This is an optimization exercise on Yosys and OpenROAD, whose aim is small area and few clock cycles per item, not a production implementation. Function was checked by simulation only, so behaviour that the tests miss may differ from the original. Power is estimated from default activity; no workload was simulated. No driver is modelled on the clock port, so clocking that relies on it looks cheaper here than on a real chip.

$ cat flow/design.v
package pbte_pkg;
    localparam int COLOR_W         = 32;
    localparam int TILE_W          = 8;
    localparam int PIXELS_PER_TILE = 8;
    localparam int POS_W           = 3;
    localparam int STORED_W        = 5;
    localparam int APB_DATA_W      = 32;
    localparam int APB_ADDR_W      = 3;
    localparam logic REG_LEARN_COLORS = 1'b0;
    typedef struct packed {
        logic                palette_overflow;
        logic [STORED_W-1:0] colors_stored;
        logic                high_bit;
        logic                low_bit;
    } pal_status_t;
    typedef struct packed {
        logic                palette_overflow;
        logic [STORED_W-1:0] colors_stored;
        logic [TILE_W-1:0]   plane_high;
        logic [TILE_W-1:0]   plane_low;
    } tile_t;
    localparam int TILE_BITS = 1 + STORED_W + 2 * TILE_W;   
    localparam int TDATA_W   = ((TILE_BITS + 7) / 8) * 8;
endpackage
module pbte_palette #(
    parameter int PALETTE_DEPTH = 16
) (
    input  logic                         aclk,
    input  logic                         aresetn,
    input  logic                         step,
    input  logic                         learn,
    input  logic [pbte_pkg::COLOR_W-1:0] color,
    input  logic                         clear,
    output logic                         busy,
    output logic [pbte_pkg::STORED_W-1:0] colors_stored,
    output logic                         palette_overflow,
    output logic                         low_bit,
    output logic                         high_bit
);
    localparam int SLOTS = PALETTE_DEPTH - 3;
    localparam int HALF  = (SLOTS + 1) / 2;   
    localparam int CNT_W = $clog2(PALETTE_DEPTH + 1);
    logic [pbte_pkg::COLOR_W-1:0] bank_reg [1:3];
    logic [pbte_pkg::COLOR_W-1:0] slot_reg [SLOTS];
    logic [SLOTS-1:0]             slot_vld;
    logic [pbte_pkg::COLOR_W-1:0] spare_reg;
    logic                         spare_vld;
    logic [CNT_W-1:0]             count_reg;
    logic                         overflow_reg;
    logic [CNT_W-1:0] count_eff;
    logic [3:1]       bank_hit;
    logic             other_hit;
    logic             hit;
    logic             full;
    logic             store;
    logic             to_bank;
    logic             new_ring;   
    logic             gap_a;      
    logic             gap_b;      
    logic             drain;      
    logic             clr;
    assign clr = step && clear;
    always_comb begin
        count_eff = clear ? '0 : count_reg;
        for (int i = 1; i <= 3; i++) begin
            bank_hit[i] = (CNT_W'(i) < count_eff) && (bank_reg[i] == color);
        end
        other_hit = !clear && spare_vld && (spare_reg == color);
        for (int i = 0; i < SLOTS; i++) begin
            if (!clear && slot_vld[i] && (slot_reg[i] == color)) other_hit = 1'b1;
        end
        hit = (|bank_hit) || other_hit;
        full     = (count_eff >= CNT_W'(PALETTE_DEPTH));
        store    = !hit && learn && !full;
        to_bank  = store && (count_eff >= CNT_W'(1)) && (count_eff <= CNT_W'(3));
        new_ring = step && store && !to_bank;
        low_bit  = bank_hit[1] || bank_hit[3]
                   || (to_bank && ((count_eff == CNT_W'(1)) || (count_eff == CNT_W'(3))));
        high_bit = bank_hit[2] || bank_hit[3]
                   || (to_bank && ((count_eff == CNT_W'(2)) || (count_eff == CNT_W'(3))));
    end
    assign gap_a   = !slot_vld[HALF-1];
    assign gap_b   = !slot_vld[SLOTS-1];
    assign drain   = gap_a || gap_b;
    assign busy    = spare_vld && !drain && learn
                     && (count_reg < CNT_W'(PALETTE_DEPTH));
    assign colors_stored    = pbte_pkg::STORED_W'(count_reg);
    assign palette_overflow = overflow_reg;
    always_ff @(posedge aclk) begin
        if (!aresetn) begin
            count_reg    <= '0;
            overflow_reg <= 1'b0;
        end else if (step) begin
            count_reg    <= store ? count_eff + CNT_W'(1) : count_eff;
            overflow_reg <= (!clear && overflow_reg) || (!hit && learn && full);
        end
    end
    always_ff @(posedge aclk) begin
        for (int i = 1; i <= 3; i++) begin
            if (count_reg == CNT_W'(i)) bank_reg[i] <= color;
        end
    end
    always_ff @(posedge aclk) begin
        for (int i = 1; i < SLOTS; i++) begin
            if (i != HALF) slot_reg[i] <= slot_reg[i-1];
        end
        slot_reg[0]    <= gap_a ? spare_reg : slot_reg[HALF-1];
        slot_reg[HALF] <= gap_b ? spare_reg : slot_reg[SLOTS-1];
    end
    always_ff @(posedge aclk) begin
        if (!aresetn) begin
            slot_vld <= '0;
        end else begin
            for (int i = 1; i < SLOTS; i++) begin
                if (i != HALF) slot_vld[i] <= slot_vld[i-1] && !clr;
            end
            slot_vld[0]    <= gap_a ? (spare_vld && !clr) : (slot_vld[HALF-1] && !clr);
            slot_vld[HALF] <= gap_b ? (spare_vld && !clr && !gap_a)
                                    : (slot_vld[SLOTS-1] && !clr);
        end
    end
    always_ff @(posedge aclk) begin
        if (!aresetn) begin
            spare_vld <= 1'b0;
        end else if (!spare_vld || drain || clr) begin
            spare_vld <= new_ring;
        end
    end
    always_ff @(posedge aclk) begin
        if (!spare_vld || drain || clr) spare_reg <= color;
    end
endmodule
module pbte_planes (
    input  logic                        aclk,
    input  logic                        aresetn,
    input  logic                        step,
    input  logic                        clear,
    input  logic                        low_bit,
    input  logic                        high_bit,
    output logic                        emit,
    output logic [pbte_pkg::TILE_W-1:0] plane_low,
    output logic [pbte_pkg::TILE_W-1:0] plane_high
);
    logic [pbte_pkg::POS_W-1:0] bit_pos_reg;
    logic [pbte_pkg::POS_W-1:0] pos_eff;
    assign pos_eff = clear ? '0 : bit_pos_reg;
    assign emit    = (pos_eff == pbte_pkg::POS_W'(pbte_pkg::PIXELS_PER_TILE - 1));
    always_ff @(posedge aclk) begin
        if (!aresetn) begin
            bit_pos_reg <= '0;
        end else if (step) begin
            bit_pos_reg <= pos_eff + pbte_pkg::POS_W'(1);
        end
    end
    always_ff @(posedge aclk) begin
        if (step) begin
            plane_low  <= {plane_low[pbte_pkg::TILE_W-2:0], low_bit};
            plane_high <= {plane_high[pbte_pkg::TILE_W-2:0], high_bit};
        end
    end
endmodule
module palette_bitplane_tile_encoder #(
    parameter int PALETTE_DEPTH = 16
) (
    input  logic                            aclk,
    input  logic                            aresetn,
    input  logic                            s_tvalid,
    output logic                            s_tready,
    input  logic [pbte_pkg::COLOR_W-1:0]    s_tdata,   
    input  logic                            s_tuser,   
    output logic                            m_tvalid,
    input  logic                            m_tready,
    output logic [pbte_pkg::TDATA_W-1:0]    m_tdata,
    input  logic                            psel,
    input  logic                            penable,
    input  logic                            pwrite,
    input  logic [pbte_pkg::APB_ADDR_W-1:0] paddr,
    input  logic [pbte_pkg::APB_DATA_W-1:0] pwdata,
    output logic [pbte_pkg::APB_DATA_W-1:0] prdata,
    output logic                            pready
);
    logic                          learn_reg;
    logic                          m_valid_reg;
    logic                          busy;
    logic                          step;
    logic                          emit;
    logic                          low_bit;
    logic                          high_bit;
    logic [pbte_pkg::TILE_W-1:0]   plane_low;
    logic [pbte_pkg::TILE_W-1:0]   plane_high;
    logic [pbte_pkg::STORED_W-1:0] colors_stored;
    logic                          palette_overflow;
    assign pready = 1'b1;
    always_comb begin
        prdata = '0;
        if (paddr[2] == pbte_pkg::REG_LEARN_COLORS) begin
            prdata[0] = learn_reg;
        end
    end
    always_ff @(posedge aclk) begin
        if (!aresetn) begin
            learn_reg <= 1'b1;
        end else if (psel && penable && pwrite
                     && (paddr[2] == pbte_pkg::REG_LEARN_COLORS)) begin
            learn_reg <= pwdata[0];
        end
    end
    assign s_tready = !busy && (!m_valid_reg || m_tready);
    assign step     = s_tvalid && s_tready;
    always_ff @(posedge aclk) begin
        if (!aresetn) begin
            m_valid_reg <= 1'b0;
        end else if (step && emit) begin
            m_valid_reg <= 1'b1;
        end else if (m_tready) begin
            m_valid_reg <= 1'b0;
        end
    end
    pbte_palette #(
        .PALETTE_DEPTH (PALETTE_DEPTH)
    ) u_palette (
        .aclk             (aclk),
        .aresetn          (aresetn),
        .step             (step),
        .learn            (learn_reg),
        .color            (s_tdata),
        .clear            (s_tuser),
        .busy             (busy),
        .colors_stored    (colors_stored),
        .palette_overflow (palette_overflow),
        .low_bit          (low_bit),
        .high_bit         (high_bit)
    );
    pbte_planes u_planes (
        .aclk       (aclk),
        .aresetn    (aresetn),
        .step       (step),
        .clear      (s_tuser),
        .low_bit    (low_bit),
        .high_bit   (high_bit),
        .emit       (emit),
        .plane_low  (plane_low),
        .plane_high (plane_high)
    );
    assign m_tvalid = m_valid_reg;
    assign m_tdata  = {{(pbte_pkg::TDATA_W - pbte_pkg::TILE_BITS){1'b0}},
                       palette_overflow, colors_stored, plane_high, plane_low};
endmodule
$ cat flow/run.sh
#!/bin/bash
# synth_recipe.tcl (not shown) runs the flow's synth.tcl, then flattens the netlist and writes it again
# the make line also repeats each setting of config.mk as NAME=value (left out here)
make -C /OpenROAD-flow-scripts/flow DESIGN_CONFIG=/design/flow/config.mk WORK_HOME=/design/flow/orfs CLKGATE_MAP_FILE= SYNTH_SCRIPT=/design/flow/synth_recipe.tcl finish
$ cat flow/config.mk
export PLATFORM = sky130hd
export DESIGN_NAME = palette_bitplane_tile_encoder
export DESIGN_NICKNAME = palette_bitplane_tile_encoder
export VERILOG_FILES = /design/flow/design.v
export SDC_FILE = /design/flow/constraint.sdc
export NUM_CORES = 4
export LEC_CHECK = 0
export CAP_MARGIN = 20
export CORE_MARGIN = 2
export CORE_UTILIZATION = 40
export CTS_CLUSTER_DIAMETER = 100
export CTS_CLUSTER_SIZE = 30
export PLACE_DENSITY = 0.8
export SLEW_MARGIN = 20
$ cat flow/constraint.sdc
create_clock -name core_clock -period 5.0 [get_ports {aclk}]
set_input_delay 1.0000 -clock core_clock [delete_from_list [all_inputs] [get_ports {aclk}]]
set_output_delay 1.0000 -clock core_clock [all_outputs]
set_load 0.01 [all_outputs]
==> results of run 1 <==
per-stage QoR:
stage | util | area (µm²)
global placement | 0.427 | 22900
global route | 0.438 | 23500
CTS | 0.438 | 23500
finish | 0.438 | 23500
detailed placement | 0.427 | 22900
floorplan | - | 21800
layout make-up:
| cell class | count | area, µm² | area share |
|---|---|---|---|
| Clock buffer | 32 | 609 | 0.0259 |
| Clock inverter | 2 | 25.0 | 0.00106 |
| Inverter | 9 | 33.8 | 0.00143 |
| Multi-Input combinational cell | 970 | 7630 | 0.324 |
| Sequential cell | 585 | 13200 | 0.559 |
| Tap cell | 696 | 871 | 0.0370 |
| Timing Repair Buffer | 139 | 1220 | 0.0519 |
cells in the final DEF (no fill, tap or decap), types with 9 or more instances in the layout:
cell type,netlist,final
and3_1,16,16
buf_4,58,72
clkbuf_1,14,9
clkbuf_16,0,23
clkdlybuf4s50_1,0,66
conb_1,2,34
dfxtp_1,441,441
edfxtp_1,144,144
inv_1,9,9
mux2_2,62,62
nand2_1,30,30
nand3_1,25,25
nand4_1,93,93
nor3_1,14,13
nor4_1,67,67
o21ai_0,11,11
xnor2_1,310,310
xor2_1,232,232
worst max path at each step:
stage                            from                  endpoint  slack (ns)  depth (start not counted)
4_1_cts                   s_tdata[18]     u_planes.plane_low[0]        1.16                         10
5_1_grt                    s_tdata[2]     u_planes.plane_low[0]        0.95                         10
3_3_place_gp              s_tdata[18]     u_planes.plane_low[0]        0.62                         10
3_5_place_dp               s_tdata[2]     u_planes.plane_low[0]        0.54                         10
6_report                   s_tdata[2]     u_planes.plane_low[0]         1.0                         10
2_1_floorplan  u_palette.count_reg[4]  u_palette.bank_reg[2][0]        1.50                          3
cells by family after synthesis:
family / count (synthesis) / synth area share
flip-flops: 585 / 0.607
buffers and inverters: 125 / 0.0463
AO/OA/AOI/OAI: 41 / 0.0125
AND/OR/NAND/NOR: 284 / 0.0783
other: 2 / 0.000347
XOR/XNOR: 542 / 0.219
multiplexers: 64 / 0.0332
adder cells (fa/ha/maj): 5 / 0.00289
power by group through the flow:
stage	logic, mW	registers [mW]	clock network (mW)
after CTS	0.806	5.25	2.28
after global placement	0.789	5.35	0
after global routing	0.864	5.28	2.45
after floorplan	0.564	5.30	0
final	0.818	5.26	2.26
after detailed placement	0.799	5.36	0
per-layer routing:
layer	global-route usage	wire (µm)	vias up
li1	-	-	5677
met1	0.266	23500	6323
met2	0.324	26100	654
met3	0.0317	4710	121
met4	0.0756	2210	0
met5	0	0	-
==> impl_metrics.toml, run 1 <==
[power_and_ir_drop]
netSwitchingFraction = 0.244
power.density_mw_per_mm2 = 354
power.leakage_nw = 8.48
ir_drop_uv = 256
p_int_mw = 6.30
combPwrFrac = 0.098
power.total_mw = 8.34
power_frac_clock = 0.271
p_switching_mw = 2.04
power_frac_seq = 0.631

[sta]
worst_pin_slew_ns = 0.914
finalHoldViolations = 0
setup_viol = 0
period_share = 0.801
clock.fmax_mhz = 250
slew_viol_final = 0
finalCriticalPeriod_ns = 4.00
rsz0062_at_grt = "no"
timing.setup.tns_ns = 0
layout_setup_ws_ns = 0.996
relSlewSlack = 0.389
whs_ns = 0.358
fin_skew_ns = 0.0379

[synthesis]
synth_edf_count = 144
synthTopCellsByArea = "dfxtp_1, edfxtp_1, xnor2_1"
synth.largest_area_cell = "dfxtp_1"
synthMostInstantiatedCell = "dfxtp_1"
synth_flop_cell = "dfxtp_1"
ys_seq_area_frac = 0.607
synth_area_per_cell_um2 = 13.1
syn-instance-count = 1648
synth-seq-cells = 585
synth_top_area_share = 0.408
synthDistinctLibCells = 51
synth_warnings = 5
ys_top_cells_by_count = "dfxtp_1, xnor2_1, xor2_1"
ys_async_sr_fraction = 0
synth_area_mm2 = 0.0217

[floorplanning]
core-area_mm2 = 0.0537
die_y_um = 237
ioPinCount = 134
die_area_mm2 = 0.0560
die_x_um = 237
start_util = 0.403
num_rows = 85

[drt]
wl_per_cell_um = 23.2
dr.pass1.iters = 6
num_vias = 12800
final_antenna_net_count = 0
totalWireLength_mm = 56.6
via_per_inst = 5.25
drtIter0Drc = 1317
drc = 0

[critical_path]
cpMaxStageDelayCell = "clkdlybuf4s50_1"
slowest_delay_ns = 0.87
worstReg2RegEnd = "u_planes.plane_low[0]"
start_kind = "primary input"
crit_top_cell = "buf_4"
endpoint_kind = "flip-flop"
critical_path_class = "in2reg"
cp_max_fo = 8
r2r_cells = 8
arrival_ns = 4.34
cp.buffers_inverters = 3
worstPathRequired_ns = 5.33
cpLargestDelayFamily = "buffers and inverters"
reg2reg_slack_ns = 1.97
r2r_start = "u_palette.slot_reg[1][30]"
path_cells = "clkdlybuf4s50_1 -> buf_4 -> buf_4 -> xor2_1 -> nor4_1 -> nand4_1 -> o22ai_1 -> nor4_4 -> nand2_1 -> o31ai_1"

[worst_hold_path]
holdPathEnd = "u_palette.slot_reg[12][19]"
hold_depth = 0
holdCritStartpoint = "u_palette.slot_reg[11][19]"
min_path_type = "reg2reg"

[clocking]
holdBufCountCts = 0
cts_resized = 0
clockBufferDepth = 3
numCtsBuffers = 23
htree_num_levels = 1
clock-sinks = 585
clkTransAtPathRegs_ns = 0.11
cts_tree = "done"
post_cts_buffers = 0
clockRootBuffer = "clkbuf_16"
clk_latency_ns = 0.58

[finish]
largest_reg_flops = 416
layout.nets = 1808
stdcell_count = 2433
drive_above_1_share = 0.0961
nFillCells = 4769
num_antenna_cells = 0
areaGrowthSynthToFinish_pct = 8.71

[global_routing]
antenna_found_initial = 1
grt_pass1_vias = 12900
grt.total_usage = 0.199
grt_max_degree = 37
overflow = 0
grt_pass1_wl_mm = 82.7

[place]
place_hpwl_mm = 41.8
gp_congestion = 0.952
port_buffers = 66
dpl.cell_count = 2399
dpl_worst_slack_ns = 0.545

[run_status]
status = "complete, no violations"

[flow_run]
drv_cap = 0
Testbench counts, summed over its fixed seeds: cycles 33,319, pixels 32,768.
==> run 2: changes to the inputs <==
--- a/flow/config.mk
+++ b/flow/config.mk
@@ -11,4 +11,3 @@
 export CTS_CLUSTER_DIAMETER = 100
 export CTS_CLUSTER_SIZE = 30
-export PLACE_DENSITY = 0.8
 export SLEW_MARGIN = 20
==> impl_metrics.toml, run 2 <==
[critical_path]
cp.depth = 10
worstPathRequired_ns = 5.39
arrival_ns = 4.21
crit_top_cell = "nand4_1"
critical_path_class = "in2reg"
slowest_delay_ns = 0.88
cpMaxStageDelayCell = "clkdlybuf4s50_1"
path_cells = "clkdlybuf4s50_1 -> buf_4 -> xnor2_1 -> nand4_1 -> nor2_1 -> nand4_1 -> o211ai_1 -> nor4_4 -> nand2_1 -> o31ai_1"
cp.buffers_inverters = 2
cp_max_fo = 8
endpoint_kind = "flip-flop"
r2r_cells = 8
start_kind = "primary input"
cpLargestDelayFamily = "buffers and inverters"

[sta]
setup_viol = 0
finalCriticalPeriod_ns = 3.82
fin_skew_ns = 0.0280
rsz0062_at_grt = "no"
slew_viol_final = 0
whs_ns = 0.351
layout_setup_ws_ns = 1.18
period_share = 0.763
timing.setup.tns_ns = 0
finalHoldViolations = 0
clock.fmax_mhz = 262
relSlewSlack = 0.353
worst_pin_slew_ns = 0.967

[finish]
nFillCells = 4894
largest_reg_flops = 416
layout.nets = 1816
multi_input_area_mm2 = 0.00763
postLayoutCellArea_mm2 = 0.0237
final_common_cell = "dfxtp_1"
num_antenna_cells = 0
drive_above_1_share = 0.101
ff_latch_area_mm2 = 0.0132
final_cell_mix = "dfxtp_1, xnor2_1, xor2_1"
areaGrowthSynthToFinish_pct = 9.32
stdcell_count = 2443
post-route-util = 0.441

[global_routing]
grt_max_degree = 37
overflow = 0
grt_pass1_vias = 12100
antenna_found_initial = 5
grt.total_usage = 0.203
grt_pass1_wl_mm = 82.2

[clocking]
clock-sinks = 585
clk_latency_ns = 0.60
numCtsBuffers = 23
clockBufferDepth = 3
cts_resized = 0
post_cts_buffers = 0
cts_tree = "done"
clockRootBuffer = "clkbuf_16"
holdBufCountCts = 0
htree_num_levels = 1
clkTransAtPathRegs_ns = 0.12

[synthesis]
ys_seq_area_frac = 0.607
synth_flop_cell = "dfxtp_1"
synth_area_mm2 = 0.0217
synth_top_area_share = 0.408
synthMostInstantiatedCell = "dfxtp_1"
synth_edf_count = 144
ys_top_cells_by_count = "dfxtp_1, xnor2_1, xor2_1"
synthTopCellsByArea = "dfxtp_1, edfxtp_1, xnor2_1"
synth_warnings = 5
synthDistinctLibCells = 51
synth-seq-cells = 585
synth.largest_area_cell = "dfxtp_1"
synth_area_per_cell_um2 = 13.1
ys_async_sr_fraction = 0
syn-instance-count = 1648

[floorplanning]
die_area_mm2 = 0.0560
start_util = 0.403
die_x_um = 237
die_y_um = 237
ioPinCount = 134
num_rows = 85
core-area_mm2 = 0.0537

[power_and_ir_drop]
power.density_mw_per_mm2 = 355
power_frac_clock = 0.277
ir_drop_uv = 285
p_switching_mw = 2.06
power.leakage_nw = 8.55
power_frac_seq = 0.625
netSwitchingFraction = 0.245
combPwrFrac = 0.098
p_int_mw = 6.34
power.total_mw = 8.40

[drt]
final_antenna_net_count = 0
drc = 0
met3_length_mm = 2.44
m1WireLength_mm = 26.6
via_per_inst = 4.98
met2_length_mm = 25.6
wl_per_cell_um = 23.4
drtIter0Drc = 1040
top_layer_used = "met4"
totalWireLength_mm = 57.1
dr.pass1.iters = 5
num_vias = 12200

[place]
port_buffers = 66
gp_congestion = 0.912
place_hpwl_mm = 43.5
place_area_mm2 = 0.0230
dpl_worst_slack_ns = 0.637
dpl.cell_count = 2407

[run_status]
status = "complete, no violations"

[worst_hold_path]
hold_depth = 0
min_path_type = "reg2reg"

[flow_run]
drv_cap = 0
## run 2: cell count changes in the layout (fill, tap and decap cells not counted), sizes merged
cell	change
buf	+8
clkinv	+1
clkbuf	+1
## run 2: worst paths after layout
kind                             startpoint                  endpoint  slack [ns]
hold / removal     u_palette.slot_reg[4][8]  u_palette.slot_reg[5][8]        0.35
setup reg to reg  u_palette.slot_reg[5][12]     u_planes.plane_low[0]        2.08
hold reg to reg    u_palette.slot_reg[4][8]  u_palette.slot_reg[5][8]        0.35
setup / recovery                s_tdata[18]     u_planes.plane_low[0]        1.18
## run 2: cell type report
class,instances,area share
Sequential cell,585,0.556
Inverter,9,0.00143
Clock inverter,3,0.000951
Clock buffer,33,0.0268
Tap cell,696,0.0368
Multi-Input combinational cell,970,0.322
Timing Repair Buffer,147,0.0562
## run 2: cell families after synthesis
group,after synthesis,synth area share
other,2,0.000347
adder cells (fa/ha/maj),5,0.00289
AO/OA/AOI/OAI,41,0.0125
XOR/XNOR,542,0.219
multiplexers,64,0.0332
AND/OR/NAND/NOR,284,0.0783
buffers and inverters,125,0.0463
flip-flops,585,0.607
## run 2: power groups by stage
stage	clock network (mW)	logic, mW	registers [mW]
finish	2.33	0.823	5.25
global placement	0	0.826	5.35
global route	2.52	0.881	5.28
detailed placement	0	0.825	5.36
CTS	2.37	0.830	5.25
floorplan	0	0.564	5.30
## run 2: routing by layer
| layer | up-vias | global-route usage |
|---|---|---|
| met1 | 5986 | 0.290 |
| met5 | - | 0 |
| li1 | 5725 | - |
| met3 | 88 | 0.0190 |
| met4 | 0 | 0.0794 |
| met2 | 355 | 0.318 |
==> run 3: changes to the inputs <==
--- a/flow/config.mk
+++ b/flow/config.mk
@@ -9,5 +9,5 @@
 export CORE_MARGIN = 2
 export CORE_UTILIZATION = 40
-export CTS_CLUSTER_DIAMETER = 100
-export CTS_CLUSTER_SIZE = 30
+export CTS_CLUSTER_DIAMETER = 80
+export CTS_CLUSTER_SIZE = 25
 export SLEW_MARGIN = 20
==> impl_metrics.toml, run 3 <==
[clocking]
post_cts_buffers = 0
clock-sinks = 585
clk_latency_ns = 0.62
clockRootBuffer = "clkbuf_16"
htree_num_levels = 1
numCtsBuffers = 30
clkTransAtPathRegs_ns = 0.09
clockBufferDepth = 3
cts_resized = 0
holdBufCountCts = 0
cts_tree = "done"

[sta]
fin_skew_ns = 0.0326
relSlewSlack = 0.368
period_share = 0.774
clock.fmax_mhz = 258
rsz0062_at_grt = "no"
finalHoldViolations = 0
setup_viol = 0
finalCriticalPeriod_ns = 3.87
whs_ns = 0.352
worst_pin_slew_ns = 0.944
slew_viol_final = 0
timing.setup.tns_ns = 0
layout_setup_ws_ns = 1.13

[floorplanning]
die_x_um = 237
die_y_um = 237
ioPinCount = 134
die_area_mm2 = 0.0560
num_rows = 85
start_util = 0.403
core-area_mm2 = 0.0537

[synthesis]
synth_area_mm2 = 0.0217
syn-instance-count = 1648
synth_flop_cell = "dfxtp_1"
synthDistinctLibCells = 51
synth-seq-cells = 585
ys_top_cells_by_count = "dfxtp_1, xnor2_1, xor2_1"
synth_edf_count = 144
synthMostInstantiatedCell = "dfxtp_1"
synthTopCellsByArea = "dfxtp_1, edfxtp_1, xnor2_1"
synth.largest_area_cell = "dfxtp_1"
ys_async_sr_fraction = 0
synth_top_area_share = 0.408
synth_area_per_cell_um2 = 13.1
ys_seq_area_frac = 0.607
synth_warnings = 5

[global_routing]
grt_pass1_wl_mm = 83.1
grt.total_usage = 0.204
antenna_found_initial = 3
overflow = 0
grt_max_degree = 37
grt_pass1_vias = 12200

[drt]
drc = 0
drtIter0Drc = 941
wl_per_cell_um = 23.4
via_per_inst = 4.94
totalWireLength_mm = 57.6
final_antenna_net_count = 0
dr.pass1.iters = 5
num_vias = 12100

[critical_path]
start_kind = "primary input"
endpoint_kind = "flip-flop"
arrival_ns = 4.21
startpoint = "s_tdata[18]"
worstPathRequired_ns = 5.34
r2r_start = "u_palette.slot_reg[5][12]"
critical_path_class = "in2reg"
cp_max_fo = 8
path_cells = "clkdlybuf4s50_1 -> buf_4 -> xnor2_1 -> nand4_1 -> nor4_1 -> nand4_1 -> o211ai_1 -> nor4_4 -> nand2_1 -> o31ai_1"
slowest_delay_ns = 0.89
reg2reg_slack_ns = 2.12
crit_top_cell = "nand4_1"
cpMaxStageDelayCell = "clkdlybuf4s50_1"

[finish]
post-route-util = 0.446
ff_latch_area_mm2 = 0.0132
drive_above_1_share = 0.109
multi_input_area_mm2 = 0.00763
postLayoutCellArea_mm2 = 0.0240
areaGrowthSynthToFinish_pct = 10.6
nFillCells = 4899
largest_reg_flops = 416
layout.nets = 1823
final_cell_mix = "dfxtp_1, xnor2_1, xor2_1"
stdcell_count = 2460
final_common_cell = "dfxtp_1"

[place]
dpl_worst_slack_ns = 0.637
port_buffers = 66
gp_congestion = 0.912
dpl.cell_count = 2407
place_hpwl_mm = 43.5
place_area_mm2 = 0.0230

[power_and_ir_drop]
power.density_mw_per_mm2 = 370
combPwrFrac = 0.093
power.leakage_nw = 8.69
p_switching_mw = 2.22
power_frac_seq = 0.593
p_int_mw = 6.63
ir_drop_uv = 251
power_frac_clock = 0.314
netSwitchingFraction = 0.251
power.total_mw = 8.86

[worst_hold_path]
min_path_type = "reg2reg"
holdCritStartpoint = "u_palette.slot_reg[2][13]"

[flow_run]
drv_cap = 0

[run_status]
status = "complete, no violations"
[run 3: changes by cell type in the layout (fill, tap and decap cells not counted), sizes merged]
cell    before  now
clkinv       1    3
clkbuf      33   41
inv         11   17
diode        0    1
[run 3: critical path, delay by kind of cell]
kind / cells / cell delay (ns)
AND/OR/NAND/NOR: 5 / 1.04
XOR/XNOR: 1 / 0.22
buffers and inverters: 2 / 1.28
AO/OA/AOI/OAI: 2 / 0.65
[run 3: path summary, 6_finish.rpt]
kind	end	depth (start not counted)
setup / recovery	u_planes.plane_low[0]	10
hold / removal	u_palette.slot_reg[3][13]	0
setup reg to reg	u_planes.plane_low[0]	8
hold reg to reg	u_palette.slot_reg[3][13]	0
[run 3: final cells by class]
cell class                      count  area share
Clock buffer                       41      0.0344
Inverter                            9     0.00141
Sequential cell                   585       0.549
Tap cell                          696      0.0363
Clock inverter                     11     0.00496
Timing Repair Buffer              147      0.0556
Multi-Input combinational cell    970       0.318
Antenna cell                        1    0.000104
[run 3: metal layers]
| layer | share of wire | vias to the layer above | GRT usage | routed length (µm) |
|---|---|---|---|---|
| met5 | 0 | - | 0 | 0 |
| li1 | - | 5757 | - | - |
| met3 | 0.041 | 67 | 0.0174 | 2390 |
| met2 | 0.46 | 326 | 0.332 | 26600 |
| met1 | 0.47 | 5993 | 0.292 | 27000 |
| met4 | 0.028 | 0 | 0.0575 | 1610 |
[run 3: logic make-up after synthesis]
family          after synthesis  synth area share
compound gates               41            0.0125
xor+xnor                    542             0.219
fa+ha+maj                     5           0.00289
buf+inv                     125            0.0463
flops                       585             0.607
mux                          64            0.0332
other cells                   2          0.000347
simple gates                284            0.0783
[run 3: power groups by stage]
stage / combinational, mW / clock (mW) / sequential [mW]
CTS: 0.830 / 2.83 / 5.25
floorplan: 0.564 / 0 / 5.30
detailed placement: 0.825 / 0 / 5.36
global placement: 0.826 / 0 / 5.35
finish: 0.824 / 2.78 / 5.25
global route: 0.881 / 2.98 / 5.28
==> run 4: changes to the inputs <==
--- a/flow/config.mk
+++ b/flow/config.mk
@@ -9,5 +9,5 @@
 export CORE_MARGIN = 2
 export CORE_UTILIZATION = 40
-export CTS_CLUSTER_DIAMETER = 80
-export CTS_CLUSTER_SIZE = 25
+export CTS_CLUSTER_DIAMETER = 60
+export CTS_CLUSTER_SIZE = 28
 export SLEW_MARGIN = 20
==> impl_metrics.toml, run 4 <==
[run_status]
status = "complete, no violations"

[synthesis]
ys_async_sr_fraction = 0
ys_seq_area_frac = 0.607
synth.largest_area_cell = "dfxtp_1"
synth_area_mm2 = 0.0217
synthDistinctLibCells = 51
synth_edf_count = 144
synth_top_area_share = 0.408
synth_area_per_cell_um2 = 13.1
synthMostInstantiatedCell = "dfxtp_1"
synth-seq-cells = 585
synth_flop_cell = "dfxtp_1"
ys_top_cells_by_count = "dfxtp_1, xnor2_1, xor2_1"
synth_warnings = 5
synthTopCellsByArea = "dfxtp_1, edfxtp_1, xnor2_1"
syn-instance-count = 1648

[sta]
finalCriticalPeriod_ns = 3.91
fin_skew_ns = 0.0358
clock.fmax_mhz = 256
finalHoldViolations = 0
setup_viol = 0
period_share = 0.782
relSlewSlack = 0.363
timing.setup.tns_ns = 0
slew_viol_final = 0
rsz0062_at_grt = "no"
whs_ns = 0.353
worst_pin_slew_ns = 0.952

[clocking]
clock-sinks = 585
post_cts_buffers = 0
cts_tree = "done"
clk_latency_ns = 0.60
holdBufCountCts = 0
numCtsBuffers = 39
cts_resized = 0
clockRootBuffer = "clkbuf_16"
clockBufferDepth = 3
clkTransAtPathRegs_ns = 0.09
htree_num_levels = 2

[floorplanning]
die_area_mm2 = 0.0560
ioPinCount = 134
die_y_um = 237
start_util = 0.403
core-area_mm2 = 0.0537
die_x_um = 237
num_rows = 85

[drt]
totalWireLength_mm = 57.9
wl_per_cell_um = 23.4
dr.pass1.iters = 5
drc = 0
num_vias = 12200
drtIter0Drc = 991
final_antenna_net_count = 0
via_per_inst = 4.93

[flow_run]
drv_cap = 0

[power_and_ir_drop]
ir_drop_uv = 306
power.leakage_nw = 8.91
power.density_mw_per_mm2 = 393

[finish]
nFillCells = 4845
largest_reg_flops = 416
layout.nets = 1832
areaGrowthSynthToFinish_pct = 12.7
num_antenna_cells = 0
drive_above_1_share = 0.124
final_cell_mix = "dfxtp_1, xnor2_1, xor2_1"
multi_input_area_mm2 = 0.00763
ff_latch_area_mm2 = 0.0132
final_common_cell = "dfxtp_1"

[worst_hold_path]
min_path_type = "reg2reg"

[global_routing]
use_met1 = 0.288
grt.total_usage = 0.207
globalRoute.busiestLayer = "met2"
antenna_found_initial = 3
grt_pass1_vias = 12300
overflow = 0
grt_pass1_wl_mm = 83.7
met2_usage = 0.334
grt_max_degree = 37
use_met3 = 0.0310

[critical_path]
cp_max_fo = 8
worstPathRequired_ns = 5.32
critical_path_class = "in2reg"
endpoint_kind = "flip-flop"
start_kind = "primary input"
arrival_ns = 4.23

[place]
gp_congestion = 0.912
place_hpwl_mm = 43.5
port_buffers = 66
==> run 4: cell counts after synthesis <==
No cell type changed its count.
==> run 4: final timing paths <==
| kind | startpoint | endpoint | slack [ns] | cells after the start |
|---|---|---|---|---|
| worst max register to register | u_palette.slot_reg[5][12] | u_planes.plane_low[0] | 2.14 | 8 |
| worst max-delay path | s_tdata[18] | u_planes.plane_low[0] | 1.09 | 9 |
| worst min-delay path | u_palette.slot_reg[2][23] | u_palette.slot_reg[3][23] | 0.35 | 0 |
| worst min register to register | u_palette.slot_reg[2][23] | u_palette.slot_reg[3][23] | 0.35 | 0 |
==> run 4: area by class of cell <==
cell class                 instances  area share
sequential                       585       0.539
clock buffer                      42      0.0422
clock inverter                    30      0.0144
multi-input combinational        970       0.313
inverter                           9     0.00138
tap                              696      0.0357
timing repair buffer             147      0.0546
==> run 4: power by group <==
part	internal (mW)	leakage (nW)	switching, mW
clock network	1.64	0.676	1.88
logic	0.360	3.15	0.464
registers	5.07	5.09	0.178
==> run 4: logic make-up after synthesis <==
group                      synth area share
AOI/OAI and AO/OA                    0.0125
xor gates and xnor gates              0.219
adders and majority gates           0.00289
buffers and inverters                0.0463
DFF                                   0.607
muxes                                0.0332
other                              0.000347
and+or+nand+nor                      0.0783
==> run 4: critical path, stage by stage <==
cell and delay [ns]:
clkdlybuf4s50_1 0.91, buf_4 0.41, xnor2_1 0.44, nand4_1 0.15, nor4_1 0.43, nand3_1 0.24, o211a_1 0.30, nand2_1 0.20
o31ai_1 0.14
==> run 4: stage by stage <==
stage	utilization	cells	setup WS (ns)	cell area [µm²]	total power, mW
6_report	0.454	2479	1.09	24400	9.60
3_5_place_dp	0.429	2407	0.637	23000	6.18
2_1_floorplan	-	1680	1.50	21800	5.86
5_1_grt	0.454	2479	1.10	24400	9.92
4_1_cts	0.454	2479	1.25	24400	9.66
3_3_place_gp	0.429	2407	0.639	23000	6.18
==> run 4: layer usage <==
layer  vias up  wire length (µm)
met1      6026             26700
met4         0              1530
met3        70              2850
li1       5794                 -
met5         -                 0
met2       334             26900
==> run 5: changes to the inputs <==
==> flow/flow/run.sh (new file) <==
#!/bin/bash
# The standard layout with two changes: the ports are buffered with
# sky130_fd_sc_hd__buf_2 cells, and the clock tree is built without dummy loads.
# make's output goes to orfs_make.log; each tool's own log is under orfs/logs/.
set -euo pipefail
export BUFFER_PORTS_ARGS="-buffer_cell sky130_fd_sc_hd__buf_2"
export CTS_ARGS="-sink_clustering_enable -repair_clock_nets -dont_use_dummy_load -sink_clustering_size 30 -sink_clustering_max_diameter 100"
bash standard.sh finish > orfs_make.log 2>&1
==> flow/standard.sh (new file) <==
#!/bin/bash
# synth_recipe.tcl (not shown) runs the flow's synth.tcl, then flattens the netlist and writes it again
# the make line also repeats each setting of config.mk as NAME=value (left out here)
make -C /OpenROAD-flow-scripts/flow DESIGN_CONFIG=/design/flow/config.mk WORK_HOME=/design/flow/orfs CLKGATE_MAP_FILE= SYNTH_SCRIPT=/design/flow/synth_recipe.tcl "${@:-finish}"
--- a/flow/config.mk
+++ b/flow/config.mk
@@ -9,5 +9,6 @@
 export CORE_MARGIN = 2
 export CORE_UTILIZATION = 40
-export CTS_CLUSTER_DIAMETER = 60
-export CTS_CLUSTER_SIZE = 28
+export CTS_CLUSTER_DIAMETER = 100
+export CTS_CLUSTER_SIZE = 30
+export PLACE_DENSITY = 0.8
 export SLEW_MARGIN = 20
removed: flow/run.sh
==> impl_metrics.toml, run 5 <==
[run_status]
status = "complete, no violations"

[finish]
layout.nets = 1776
nFillCells = 4789
ff_latch_area_mm2 = 0.0132
multi_input_area_mm2 = 0.00763
stdcell_count = 2391
drive_above_1_share = 0.117
final_cell_mix = "dfxtp_1, xnor2_1, xor2_1"
largest_reg_flops = 416
areaGrowthSynthToFinish_pct = 5.75
post-route-util = 0.426
final_common_cell = "dfxtp_1"
postLayoutCellArea_mm2 = 0.0229

[drt]
dr.pass1.iters = 8
num_vias = 12800
via_per_inst = 5.35
drtIter0Drc = 1359
wl_per_cell_um = 24.2
drc = 0
totalWireLength_mm = 58.0
final_antenna_net_count = 0

[clocking]
post_cts_buffers = 0
clk_latency_ns = 0.57
clockRootBuffer = "clkbuf_16"
clock-sinks = 585
numCtsBuffers = 23
cts_tree = "done"
clockBufferDepth = 3
clkTransAtPathRegs_ns = 0.11
htree_num_levels = 1
cts_resized = 0
holdBufCountCts = 0

[synthesis]
synth_warnings = 5
synth_top_area_share = 0.408
synth-seq-cells = 585
synthTopCellsByArea = "dfxtp_1, edfxtp_1, xnor2_1"
ys_top_cells_by_count = "dfxtp_1, xnor2_1, xor2_1"
ys_async_sr_fraction = 0
synth_area_mm2 = 0.0217
synthMostInstantiatedCell = "dfxtp_1"
synth_edf_count = 144
synthDistinctLibCells = 51
synth_flop_cell = "dfxtp_1"
ys_seq_area_frac = 0.607
synth.largest_area_cell = "dfxtp_1"
synth_area_per_cell_um2 = 13.1
syn-instance-count = 1648

[sta]
timing.setup.tns_ns = 0
period_share = 0.710
clock.fmax_mhz = 282
finalHoldViolations = 0
fin_skew_ns = 0.0312
worst_pin_slew_ns = 0.941
setup_viol = 0
relSlewSlack = 0.372
finalCriticalPeriod_ns = 3.55
rsz0062_at_grt = "no"
slew_viol_final = 0

[flow_run]
drv_cap = 0

[floorplanning]
core-area_mm2 = 0.0537
ioPinCount = 134
die_area_mm2 = 0.0560
start_util = 0.403
num_rows = 85
die_x_um = 237
die_y_um = 237

[global_routing]
antenna_found_initial = 1
overflow = 0
grt_max_degree = 38
grt_pass1_vias = 12400
grt.total_usage = 0.201
grt_pass1_wl_mm = 82.5

[place]
place_area_mm2 = 0.0223
port_buffers = 66
dpl.cell_count = 2367
place_hpwl_mm = 41.7
gp_congestion = 0.996

[critical_path]
arrival_ns = 3.87
start_kind = "primary input"
worstPathRequired_ns = 5.31
cp_max_fo = 14
endpoint_kind = "flip-flop"
critical_path_class = "in2reg"

[worst_hold_path]
min_path_type = "reg2reg"

[power_and_ir_drop]
ir_drop_uv = 309
power.density_mw_per_mm2 = 359
power.leakage_nw = 8.32
run 5: final cells by class:
type / instances / area share
sequential: 585 / 0.574
antenna: 1 / 0.000109
multi-input combinational: 970 / 0.333
timing repair buffer: 107 / 0.0279
tap: 696 / 0.0380
inverter: 9 / 0.00148
clock buffer: 23 / 0.0251
run 5: logic make-up after synthesis:
group                      synth area share
muxes                                0.0332
adders and majority gates           0.00289
buffers and inverters                0.0463
and+or+nand+nor                      0.0783
DFF                                   0.607
other                              0.000347
AOI/OAI and AO/OA                    0.0125
xor gates and xnor gates              0.219
run 5: path summary, 6_finish.rpt:
check                           slack [ns]                   endpoint                      start  cells after the start
worst min register to register        0.36  u_palette.slot_reg[8][26]  u_palette.slot_reg[7][26]                      0
worst max register to register        2.00      u_planes.plane_low[0]  u_palette.slot_reg[12][3]                      8
worst min-delay path                  0.36  u_palette.slot_reg[8][26]  u_palette.slot_reg[7][26]                      0
worst max-delay path                  1.45      u_planes.plane_low[0]                s_tdata[20]                      9
run 5: report_power, final:
group	total [mW]	switching, mW	internal (mW)
combinational	0.758	0.448	0.309
clock	2.20	1.36	0.833
sequential	5.27	0.194	5.08
total	8.23	2.01	6.22
run 5: per-stage QoR:
stage	hold slack (ns)	setup WS (ns)	total power, mW
2_1_floorplan	0.331	1.50	5.86
3_3_place_gp	0.352	1.08	6.09
3_5_place_dp	0.353	1.05	6.11
4_1_cts	0.355	1.63	8.20
5_1_grt	0.364	1.45	8.44
6_report	0.357	1.45	8.23
run 5: routing by layer:
layer | share of wire | up-vias | global-route usage
li1 | - | 5601 | -
met1 | 0.41 | 6340 | 0.276
met2 | 0.45 | 702 | 0.316
met3 | 0.092 | 153 | 0.0273
met4 | 0.050 | 0 | 0.0926
met5 | 0 | - | 0
run 5: worst max-delay path, cell delays in order:
cell and delay [ns]:
buf_2 0.55, xor2_1 0.15, nor4_1 0.60, nand4_1 0.25, o31ai_1 0.57, a211oi_1 0.21
o211a_1 0.22, nand2_1 0.18, o31ai_1 0.13
==> run 6: changes to the inputs <==
==> flow/flow/run.sh (replaced) <==
#!/bin/bash
# The standard layout with two changes: the ports are buffered with
# sky130_fd_sc_hd__buf_1 cells, and the clock tree is built without dummy loads.
# make's output goes to orfs_make.log; each tool's own log is under orfs/logs/.
set -euo pipefail
export BUFFER_PORTS_ARGS="-buffer_cell sky130_fd_sc_hd__buf_1"
export CTS_ARGS="-sink_clustering_enable -repair_clock_nets -dont_use_dummy_load -sink_clustering_size 30 -sink_clustering_max_diameter 100"
bash standard.sh finish > orfs_make.log 2>&1
==> impl_metrics.toml, run 6 <==
[run_status]
status = "complete, no violations"

[global_routing]
grt.total_usage = 0.201
grt_pass1_vias = 12500
overflow = 0
grt_pass1_wl_mm = 82.9
antenna_found_initial = 4
grt_max_degree = 37

[place]
place_hpwl_mm = 41.6
gp_congestion = 0.963
port_buffers = 66

[drt]
totalWireLength_mm = 57.6
via_per_inst = 5.37
drtIter0Drc = 1554
final_antenna_net_count = 0
wl_per_cell_um = 24.1
drc = 0
num_vias = 12800
dr.pass1.iters = 6

[power_and_ir_drop]
netSwitchingFraction = 0.244
p_int_mw = 6.21
power_frac_clock = 0.266
combPwrFrac = 0.092
power.leakage_nw = 8.22
power.density_mw_per_mm2 = 359
ir_drop_uv = 251
power_frac_seq = 0.641
p_switching_mw = 2.00

[sta]
period_share = 0.690
finalHoldViolations = 0
whs_ns = 0.319
rsz0062_at_grt = "no"
timing.setup.tns_ns = 0
fin_skew_ns = 0.0393
worst_pin_slew_ns = 1.10
relSlewSlack = 0.269
slew_viol_final = 0
setup_viol = 0
finalCriticalPeriod_ns = 3.45
clock.fmax_mhz = 290

[synthesis]
synth_top_area_share = 0.408
synth_warnings = 5
synthDistinctLibCells = 51
ys_async_sr_fraction = 0
synth-seq-cells = 585
ys_seq_area_frac = 0.607
ys_top_cells_by_count = "dfxtp_1, xnor2_1, xor2_1"
syn-instance-count = 1648
synthTopCellsByArea = "dfxtp_1, edfxtp_1, xnor2_1"
synth_flop_cell = "dfxtp_1"
synth_area_mm2 = 0.0217
synth_edf_count = 144
synth.largest_area_cell = "dfxtp_1"
synth_area_per_cell_um2 = 13.1
synthMostInstantiatedCell = "dfxtp_1"

[floorplanning]
die_y_um = 237
core-area_mm2 = 0.0537
num_rows = 85
start_util = 0.403
die_x_um = 237
ioPinCount = 134
die_area_mm2 = 0.0560

[critical_path]
cpLargestDelayFamily = "simple AND/OR/NAND/NOR gates"
crit_top_cell = "nand4_1"
endpoint_kind = "flip-flop"
cp_max_fo = 21
cpMaxStageDelayCell = "clkbuf_2"
cp.buffers_inverters = 1
path_cells = "clkbuf_2 -> xor2_1 -> nor4_1 -> nand4_1 -> o31ai_1 -> a211oi_1 -> and2_4 -> nand4_1 -> or3b_1"
worstReg2RegEnd = "u_palette.count_reg[3]"
slowest_delay_ns = 0.60
arrival_ns = 3.91
critical_path_class = "in2reg"
reg2reg_slack_ns = 2.21
r2r_cells = 8
start_kind = "primary input"
r2r_start = "u_palette.slot_reg[12][9]"
worstPathRequired_ns = 5.46

[finish]
layout.nets = 1777
areaGrowthSynthToFinish_pct = 5.56
final_common_cell = "dfxtp_1"
largest_reg_flops = 416
num_antenna_cells = 0
final_cell_mix = "dfxtp_1, xnor2_1, xor2_1"
drive_above_1_share = 0.0962

[worst_hold_path]
min_path_type = "reg2reg"
holdCritStartpoint = "u_palette.slot_reg[2][9]"
hold_depth = 0
holdPathEnd = "u_palette.slot_reg[3][9]"

[clocking]
post_cts_buffers = 0
numCtsBuffers = 23
clk_latency_ns = 0.57
clkTransAtPathRegs_ns = 0.11
cts_resized = 0
htree_num_levels = 1
clock-sinks = 585
clockRootBuffer = "clkbuf_16"
clockBufferDepth = 3
holdBufCountCts = 0
cts_tree = "done"

[flow_run]
drv_cap = 0
[run 6: cell counts after synthesis]
No cell type changed its count.
[run 6: area by class of cell]
cell class / instances / area (µm²)
clock buffer: 23 / 576
fill: 4814 / 30800
inverter: 9 / 33.8
multi-input combinational: 970 / 7630
sequential: 585 / 13200
tap: 696 / 871
timing repair buffer: 108 / 599
[run 6: worst max path at each step]
stage                           start                        to  slack (ns)  cells past startpoint
6_report                  s_tdata[10]    u_palette.count_reg[3]        1.55                      9
4_1_cts                   s_tdata[10]    u_palette.count_reg[3]        1.61                      9
3_5_place_dp              s_tdata[10]    u_palette.count_reg[3]        1.02                      9
3_3_place_gp              s_tdata[10]     u_planes.plane_low[0]        1.04                      9
2_1_floorplan  u_palette.count_reg[4]  u_palette.bank_reg[2][0]        1.50                      3
5_1_grt                   s_tdata[10]    u_palette.count_reg[3]        1.47                      9
[run 6: metrics by stage]
stage / utilization / worst slack [ns] / instances / cell area, µm² / power [mW]
floorplan: - / 1.50 / 1680 / 21800 / 5.86
global placement: 0.415 / 1.04 / 2368 / 22300 / 6.09
detailed placement: 0.415 / 1.02 / 2368 / 22300 / 6.11
CTS: 0.426 / 1.61 / 2391 / 22900 / 8.21
global route: 0.426 / 1.47 / 2391 / 22900 / 8.44
finish: 0.426 / 1.55 / 2391 / 22900 / 8.22
[run 6: routing by layer]
| metal | part of all wire | GRT usage |
|---|---|---|
| met3 | 0.098 | 0.0247 |
| met2 | 0.44 | 0.310 |
| met4 | 0.046 | 0.0842 |
| met1 | 0.42 | 0.286 |
| met5 | 0 | 0 |
[run 6: worst register-to-register path: stages (launching register included)]
cell and delay [ns]:
dfxtp_1 0.35, xor2_1 0.14, nor4_1 0.59, nand4_1 0.22, o31ai_1 0.51, a211oi_1 0.20
and2_4 0.23, nand4_1 0.08, or3b_1 0.35
[run 6: logic make-up after synthesis]
| group | synth area share |
|---|---|
| flops | 0.607 |
| xor+xnor | 0.219 |
| mux | 0.0332 |
| compound gates | 0.0125 |
| buf+inv | 0.0463 |
| other cells | 0.000347 |
| fa+ha+maj | 0.00289 |
| simple gates | 0.0783 |
[run 6: power groups by stage]
stage          combinational [mW]  clock, mW  sequential, mW
3_3_place_gp                0.729          0            5.36
5_1_grt                     0.802       2.35            5.29
4_1_cts                     0.747       2.20            5.26
6_report                    0.757       2.19            5.27
3_5_place_dp                0.741          0            5.37
2_1_floorplan               0.564          0            5.30
==> run 7: changes to the inputs <==
==> flow/flow/run.sh (replaced) <==
#!/bin/bash
# The standard layout with three changes: the ports are buffered with
# sky130_fd_sc_hd__buf_1 cells, the clock tree is built without dummy loads,
# and the constant outputs share synthesis's single tie cell.
# make's output goes to orfs_make.log; each tool's own log is under orfs/logs/.
set -euo pipefail
export BUFFER_PORTS_ARGS="-buffer_cell sky130_fd_sc_hd__buf_1"
export CTS_ARGS="-sink_clustering_enable -repair_clock_nets -dont_use_dummy_load -sink_clustering_size 30 -sink_clustering_max_diameter 100"
export SKIP_REPAIR_TIE_FANOUT=1
bash standard.sh finish > orfs_make.log 2>&1
==> impl_metrics.toml, run 7 <==
[floorplanning]
die_area_mm2 = 0.0560
ioPinCount = 134
start_util = 0.403
core-area_mm2 = 0.0537
die_y_um = 237
num_rows = 85
die_x_um = 237

[drt]
drc = 0
totalWireLength_mm = 54.5
top_layer_used = "met4"
wl_per_cell_um = 23.2
via_per_inst = 5.28
num_vias = 12400
met2_length_mm = 24.3
met3_length_mm = 4.67
final_antenna_net_count = 0
dr.pass1.iters = 5
m1WireLength_mm = 23.4
drtIter0Drc = 1655

[synthesis]
synthMostInstantiatedCell = "dfxtp_1"
ys_seq_area_frac = 0.607
ys_top_cells_by_count = "dfxtp_1, xnor2_1, xor2_1"
synth_top_area_share = 0.408
syn-instance-count = 1648
synth.largest_area_cell = "dfxtp_1"
synthDistinctLibCells = 51
ys_async_sr_fraction = 0
synth_area_mm2 = 0.0217
synthTopCellsByArea = "dfxtp_1, edfxtp_1, xnor2_1"
synth_warnings = 5
synth_edf_count = 144
synth-seq-cells = 585
synth_area_per_cell_um2 = 13.1
synth_flop_cell = "dfxtp_1"

[sta]
setup_viol = 0
finalHoldViolations = 0
worst_pin_slew_ns = 1.03
finalCriticalPeriod_ns = 3.45
timing.setup.tns_ns = 0
slew_viol_final = 0
fin_skew_ns = 0.0387
clock.fmax_mhz = 290
rsz0062_at_grt = "no"
relSlewSlack = 0.313
period_share = 0.690
layout_setup_ws_ns = 1.55

[place]
dpl_worst_slack_ns = 1.10
gp_congestion = 0.960
place_hpwl_mm = 39.4
port_buffers = 66

[finish]
final_common_cell = "dfxtp_1"
multi_input_area_mm2 = 0.00751
drive_above_1_share = 0.0921
areaGrowthSynthToFinish_pct = 4.58
layout.nets = 1732
post-route-util = 0.422
ff_latch_area_mm2 = 0.0132
nFillCells = 4823
largest_reg_flops = 416
final_cell_mix = "dfxtp_1, xnor2_1, xor2_1"

[power_and_ir_drop]
p_switching_mw = 1.98
p_int_mw = 6.21
power.leakage_nw = 8.05
ir_drop_uv = 296
power.total_mw = 8.19
power.density_mw_per_mm2 = 362
power_frac_clock = 0.267
power_frac_seq = 0.642
netSwitchingFraction = 0.242
combPwrFrac = 0.091

[global_routing]
overflow = 0
grt_pass1_vias = 12200
grt_max_degree = 38
grt_pass1_wl_mm = 79.1
antenna_found_initial = 0
grt.total_usage = 0.191

[worst_hold_path]
hold_depth = 0
min_path_type = "reg2reg"
holdPathEnd = "u_palette.slot_reg[4][23]"
holdCritStartpoint = "u_palette.slot_reg[3][23]"

[clocking]
clockRootBuffer = "clkbuf_16"
clock-sinks = 585
clk_latency_ns = 0.57
numCtsBuffers = 23
cts_resized = 0
holdBufCountCts = 0
clkTransAtPathRegs_ns = 0.11
clockBufferDepth = 3
post_cts_buffers = 0
cts_tree = "done"
htree_num_levels = 1

[critical_path]
worstPathRequired_ns = 5.33
endpoint_kind = "flip-flop"
r2r_start = "u_palette.slot_vld[12]"
critical_path_class = "in2reg"
r2r_cells = 11
arrival_ns = 3.77
startpoint = "s_tdata[5]"
cp_max_fo = 8
start_kind = "primary input"
worstReg2RegEnd = "u_palette.overflow_reg"
reg2reg_slack_ns = 2.17

[run_status]
status = "complete, no violations"

[flow_run]
drv_cap = 0
run 7: cell types whose count changed in the layout (fill, tap and decap cells not counted), sizes merged:
cell and change:
buf -15, conb -32, diode +1, clkbuf +2
run 7: area by class of cell:
class	instances	share of cell area
Antenna cell	1	0.000110
Clock buffer	23	0.0254
Inverter	9	0.00149
Multi-Input combinational cell	938	0.332
Sequential cell	585	0.581
Tap cell	696	0.0384
Timing Repair Buffer	95	0.0223
run 7: worst max-delay path by stage:
stage | cells past startpoint | slack [ns] | to
final | 10 | 1.55 | u_planes.plane_low[0]
after global routing | 10 | 1.45 | u_planes.plane_low[0]
after CTS | 10 | 1.70 | u_palette.count_reg[3]
after detailed placement | 10 | 1.10 | u_planes.plane_low[0]
after global placement | 10 | 1.11 | u_planes.plane_low[0]
after floorplan | 3 | 1.50 | u_palette.bank_reg[2][0]
run 7: power by group through the flow:
stage | Clock, mW | Combinational, mW | Sequential [mW]
floorplan | 0 | 0.564 | 5.30
global placement | 0 | 0.722 | 5.35
detailed placement | 0 | 0.735 | 5.36
CTS | 2.19 | 0.742 | 5.25
global route | 2.34 | 0.794 | 5.28
finish | 2.18 | 0.748 | 5.26
run 7: kinds of logic (layout without fill, tap and decap cells):
kind of cell	Yosys count	count (layout)	synth area share
compound gates	41	41	0.0125
xor+xnor	542	542	0.219
fa+ha+maj	5	5	0.00289
buf+inv	125	127	0.0463
flops	585	585	0.607
mux	64	64	0.0332
other cells	2	3	0.000347
simple gates	284	284	0.0783
run 7: critical path, cell delays in order:
cell,delay (ns)
buf_1,0.62
buf_4,0.32
xnor2_1,0.14
nand4_1,0.16
nor4_1,0.42
nand4_1,0.17
o211ai_1,0.44
nor4_4,0.16
nand2_1,0.21
o31ai_1,0.12
run 7: metrics by stage:
| stage | std cells | hold slack (ns) | instance area, µm² |
|---|---|---|---|
| global placement | 2323 | 0.351 | 22100 |
| floorplan | 1648 | 0.331 | 21700 |
| CTS | 2346 | 0.325 | 22600 |
| detailed placement | 2323 | 0.353 | 22100 |
| global route | 2346 | 0.320 | 22600 |
| finish | 2347 | 0.323 | 22600 |
run 7: routing by layer:
metal	track usage	vias to the layer above
li1	-	5563
met1	0.270	6104
met2	0.301	617
met3	0.0268	118
met4	0.0627	0
met5	0	-
==> run 8: changes to the inputs <==
--- a/flow/design.v
+++ b/flow/design.v
@@ -29,4 +29,5 @@
     input  logic                         aresetn,
     input  logic                         step,
+    input  logic                         offer,   
     input  logic                         learn,
     input  logic [pbte_pkg::COLOR_W-1:0] color,
@@ -44,21 +45,19 @@
     logic [pbte_pkg::COLOR_W-1:0] slot_reg [SLOTS];
     logic [SLOTS-1:0]             slot_vld;
-    logic [pbte_pkg::COLOR_W-1:0] spare_reg;
-    logic                         spare_vld;
     logic [CNT_W-1:0]             count_reg;
     logic                         overflow_reg;
     logic [CNT_W-1:0] count_eff;
     logic [3:1]       bank_hit;
-    logic             other_hit;
+    logic             ring_hit;
     logic             hit;
     logic             full;
     logic             store;
     logic             to_bank;
+    logic             to_ring;
     logic             new_ring;   
     logic             gap_a;      
     logic             gap_b;      
-    logic             drain;      
     logic             clr;
-    assign clr = step && clear;
+    assign clr = offer && clear;   
     always_comb begin
         count_eff = clear ? '0 : count_reg;
@@ -66,13 +65,14 @@
             bank_hit[i] = (CNT_W'(i) < count_eff) && (bank_reg[i] == color);
         end
-        other_hit = !clear && spare_vld && (spare_reg == color);
+        ring_hit = 1'b0;
         for (int i = 0; i < SLOTS; i++) begin
-            if (!clear && slot_vld[i] && (slot_reg[i] == color)) other_hit = 1'b1;
-        end
-        hit = (|bank_hit) || other_hit;
+            if (!clear && slot_vld[i] && (slot_reg[i] == color)) ring_hit = 1'b1;
+        end
+        hit = (|bank_hit) || ring_hit;
         full     = (count_eff >= CNT_W'(PALETTE_DEPTH));
         store    = !hit && learn && !full;
         to_bank  = store && (count_eff >= CNT_W'(1)) && (count_eff <= CNT_W'(3));
-        new_ring = step && store && !to_bank;
+        to_ring  = store && !to_bank;
+        new_ring = step && to_ring;
         low_bit  = bank_hit[1] || bank_hit[3]
                    || (to_bank && ((count_eff == CNT_W'(1)) || (count_eff == CNT_W'(3))));
@@ -80,9 +80,7 @@
                    || (to_bank && ((count_eff == CNT_W'(2)) || (count_eff == CNT_W'(3))));
     end
-    assign gap_a   = !slot_vld[HALF-1];
-    assign gap_b   = !slot_vld[SLOTS-1];
-    assign drain   = gap_a || gap_b;
-    assign busy    = spare_vld && !drain && learn
-                     && (count_reg < CNT_W'(PALETTE_DEPTH));
+    assign gap_a = !slot_vld[HALF-1];
+    assign gap_b = !slot_vld[SLOTS-1];
+    assign busy  = !gap_a && !gap_b && to_ring && !clear;
     assign colors_stored    = pbte_pkg::STORED_W'(count_reg);
     assign palette_overflow = overflow_reg;
@@ -105,6 +103,6 @@
             if (i != HALF) slot_reg[i] <= slot_reg[i-1];
         end
-        slot_reg[0]    <= gap_a ? spare_reg : slot_reg[HALF-1];
-        slot_reg[HALF] <= gap_b ? spare_reg : slot_reg[SLOTS-1];
+        slot_reg[0]    <= (gap_a || clr) ? color : slot_reg[HALF-1];
+        slot_reg[HALF] <= gap_b ? color : slot_reg[SLOTS-1];
     end
     always_ff @(posedge aclk) begin
@@ -115,18 +113,8 @@
                 if (i != HALF) slot_vld[i] <= slot_vld[i-1] && !clr;
             end
-            slot_vld[0]    <= gap_a ? (spare_vld && !clr) : (slot_vld[HALF-1] && !clr);
-            slot_vld[HALF] <= gap_b ? (spare_vld && !clr && !gap_a)
+            slot_vld[0]    <= (gap_a || clr) ? new_ring : slot_vld[HALF-1];
+            slot_vld[HALF] <= gap_b ? (new_ring && !gap_a && !clr)
                                     : (slot_vld[SLOTS-1] && !clr);
         end
-    end
-    always_ff @(posedge aclk) begin
-        if (!aresetn) begin
-            spare_vld <= 1'b0;
-        end else if (!spare_vld || drain || clr) begin
-            spare_vld <= new_ring;
-        end
-    end
-    always_ff @(posedge aclk) begin
-        if (!spare_vld || drain || clr) spare_reg <= color;
     end
 endmodule
@@ -223,4 +211,5 @@
         .aresetn          (aresetn),
         .step             (step),
+        .offer            (s_tvalid && (!m_valid_reg || m_tready)),
         .learn            (learn_reg),
         .color            (s_tdata),
==> flow/run.sh (new file) <==
#!/bin/bash
# synth_recipe.tcl (not shown) runs the flow's synth.tcl, then flattens the netlist and writes it again
# the make line also repeats each setting of config.mk as NAME=value (left out here)
make -C /OpenROAD-flow-scripts/flow DESIGN_CONFIG=/design/flow/config.mk WORK_HOME=/design/flow/orfs CLKGATE_MAP_FILE= SYNTH_SCRIPT=/design/flow/synth_recipe.tcl finish
--- a/flow/config.mk
+++ b/flow/config.mk
@@ -11,4 +11,3 @@
 export CTS_CLUSTER_DIAMETER = 100
 export CTS_CLUSTER_SIZE = 30
-export PLACE_DENSITY = 0.8
 export SLEW_MARGIN = 20
removed: flow/flow/run.sh
removed: flow/standard.sh
==> impl_metrics.toml, run 8 <==
[critical_path]
slowest_delay_ns = 0.50
startpoint = "s_tdata[28]"
cp_max_fo = 12
reg2reg_slack_ns = 2.03
cpMaxStageDelayCell = "clkdlybuf4s50_1"
cpLargestDelayFamily = "buffers and inverters"
worstReg2RegEnd = "u_planes.plane_low[0]"
start_kind = "primary input"
worstPathRequired_ns = 4.00
r2r_cells = 13
critical_path_class = "in2out"
path_cells = "clkdlybuf4s50_1 -> buf_12 -> xor2_2 -> nor4_1 -> nand3_2 -> o31ai_1 -> buf_4 -> or3_1 -> a211o_1 -> or2_1 -> o21a_1 -> dlygate4sd2_1"
arrival_ns = 3.82
cp-endpoint = "s_tready"
cp.depth = 12
endpoint_kind = "output pin"
cp.buffers_inverters = 4
r2r_start = "u_palette.count_reg[0]"

[clocking]
clockBufferDepth = 3
clk_latency_ns = 0.58
htree_num_levels = 1
numCtsBuffers = 22
clock-sinks = 552
cts_tree = "done"
clkTransAtPathRegs_ns = 0.12
holdBufCountCts = 0
clockRootBuffer = "clkbuf_16"

[floorplanning]
die_x_um = 229
ioPinCount = 134
start_util = 0.404
die_y_um = 229
core-area_mm2 = 0.0500
num_rows = 82
die_area_mm2 = 0.0523

[global_routing]
antenna_found_initial = 1
grt_max_degree = 35
grt_pass1_vias = 11600
grt_pass1_wl_mm = 74.7
grt.total_usage = 0.195
overflow = 0

[synthesis]
synth_flop_cell = "dfxtp_1"
synth.largest_area_cell = "dfxtp_1"
synthDistinctLibCells = 51
synthMostInstantiatedCell = "dfxtp_1"
ys_seq_area_frac = 0.603
ys_top_cells_by_count = "dfxtp_1, xnor2_1, xor2_1"
synth_top_area_share = 0.437
synth_area_per_cell_um2 = 13.1
syn-instance-count = 1542
ys_async_sr_fraction = 0
synthTopCellsByArea = "dfxtp_1, edfxtp_1, xnor2_1"
synth_warnings = 5
synth-seq-cells = 552
synth_edf_count = 112
synth_area_mm2 = 0.0202

[finish]
final_common_cell = "dfxtp_1"
final_cell_mix = "dfxtp_1, xnor2_1, xor2_1"
num_antenna_cells = 0
largest_reg_flops = 416
post-route-util = 0.469
areaGrowthSynthToFinish_pct = 16.1
nFillCells = 4489
layout.nets = 1795
drive_above_1_share = 0.164

[drt]
top_layer_used = "met4"
met2_length_mm = 24.2
via_per_inst = 4.75
drc = 0
num_vias = 11400
wl_per_cell_um = 21.4
final_antenna_net_count = 0
drtIter0Drc = 735
dr.pass1.iters = 5
m1WireLength_mm = 23.5
totalWireLength_mm = 51.2
met3_length_mm = 2.25

[power_and_ir_drop]
power.leakage_nw = 8.67
ir_drop_uv = 196
power.density_mw_per_mm2 = 342

[sta]
finalCriticalPeriod_ns = 4.82
finalHoldViolations = 0
fin_skew_ns = 0.0215
worst_pin_slew_ns = 1.03
relSlewSlack = 0.311
setup_viol = 0
period_share = 0.965
rsz0062_at_grt = "no"
clock.fmax_mhz = 207
whs_ns = 0.352
slew_viol_final = 0

[worst_hold_path]
hold_depth = 0
min_path_type = "reg2reg"

[place]
gp_congestion = 0.885
place_hpwl_mm = 37.8
port_buffers = 66

[flow_run]
drv_cap = 0

[run_status]
status = "complete, no violations"
-- run 8: cell count changes after synthesis, moves of 5 or more --
cell      delta
nor4_1       -6
xnor2_1      +5
inv_1        -5
nand4_1      -7
xor2_1      -35
o21ai_0      -9
edfxtp_1    -32
mux2i_1      +5
a21oi_1      -7
nand2_1      -9
-- run 8: worst min-delay path by stage --
stage	startpoint	to	slack [ns]
final	u_palette.slot_reg[7][5]	u_palette.slot_reg[8][5]	0.35
after global routing	u_palette.slot_reg[1][3]	u_palette.slot_reg[2][3]	0.35
after CTS	u_palette.slot_reg[1][3]	u_palette.slot_reg[2][3]	0.35
after detailed placement	u_palette.slot_reg[8][20]	u_palette.slot_reg[9][20]	0.35
after global placement	u_palette.slot_reg[2][15]	u_palette.slot_reg[3][15]	0.35
after floorplan	u_palette.slot_reg[9][12]	u_palette.slot_reg[10][12]	0.35
-- run 8: cells by family (layout without fill, tap and decap cells) --
group	after synthesis	count (layout)	share of synthesized area
compound gates	21	21	0.00825
xor+xnor	512	512	0.222
fa+ha+maj	5	5	0.00310
buf+inv	122	270	0.0488
flops	552	552	0.603
mux	71	71	0.0392
other cells	2	34	0.000372
simple gates	257	257	0.0749
-- run 8: repair_timing --
| item | 4_1_cts | 5_1_grt |
|---|---|---|
| setup endpoints to repair | 1 | 0 |
| setup buffers | 6 | 0 |
| resized for setup | 24 | 0 |
-- run 8: power breakdown --
| group | switching [mW] | total [mW] | internal (mW) |
|---|---|---|---|
| combinational | 0.466 | 0.909 | 0.442 |
| clock | 1.34 | 2.20 | 0.860 |
| sequential | 0.146 | 4.91 | 4.76 |
-- run 8: area by class of cell --
| class | instances | area (µm²) | share of cell area |
|---|---|---|---|
| repair buffers | 234 | 2500 | 0.107 |
| multi-input cells | 900 | 7290 | 0.311 |
| clock buffers | 29 | 598 | 0.0255 |
| inverters | 5 | 18.8 | 0.000801 |
| clock inverters | 2 | 21.3 | 0.000908 |
| flip-flops and latches | 552 | 12200 | 0.519 |
| well taps | 672 | 841 | 0.0359 |
-- run 8: per-stage QoR --
step / setup TNS, ns / instance area [µm²] / std cells / power [mW] / worst slack, ns
global placement: -0.190 / 22600 / 2356 / 5.89 / -0.190
finish: 0 / 23400 / 2394 / 8.02 / 0.177
detailed placement: -0.202 / 22600 / 2356 / 5.90 / -0.202
global route: 0 / 23400 / 2394 / 8.29 / 0.0667
CTS: 0 / 23400 / 2394 / 8.07 / 0.189
floorplan: 0 / 20300 / 1574 / 5.51 / 0.966
-- run 8: routing by layer --
layer  global-route usage  vias up
li1                     -     5490
met1                0.265     5607
met2                0.326      230
met3               0.0297       53
met4               0.0478        0
met5                    0        -
Testbench counts of run 8, summed over its fixed seeds: cycles 33,665, pixels 32,768.

-- port drivers added, routing unchanged --
In the flow no input, the clock included, has a driving cell. The finished layouts below were timed again as built, in two steps. Step 1 assumes that a clkbuf_16 drives the clock port and a buf_2 every other input. Step 2 adds t to the input delays and takes it off the output delays; t is the mean of the earliest and latest rising clock arrival at the registers after step 1. Input paths then give back, and output paths get back, about the clock's delay inside the block. Slacks: ideal ports / drivers / drivers and shift; pairs: ideal ports / drivers.
run	shift t [ns]	setup WS [ns]	latest minus earliest clock arrival (ns)
run 1	0.617	0.996 / 1.018 / 0.401	0.046 / 0.046
run 2	0.634	1.185 / 1.216 / 0.582	0.030 / 0.030
run 3	0.666	1.129 / 1.165 / 0.499	0.034 / 0.034
run 4	0.643	1.089 / 1.125 / 0.482	0.038 / 0.038
run 5	0.614	1.449 / 1.484 / 0.870	0.032 / 0.032
run 6	0.611	1.552 / 1.582 / 0.971	0.043 / 0.043
run 7	0.607	1.552 / 1.581 / 0.975	0.042 / 0.041
run 8	0.619	0.177 / 0.141 / 0.141	0.025 / 0.025
After both steps every run listed still meets setup and hold. The setup slack of run 3, which loses most, moves by +0.036 ns with the drivers and by -0.630 ns with both steps.
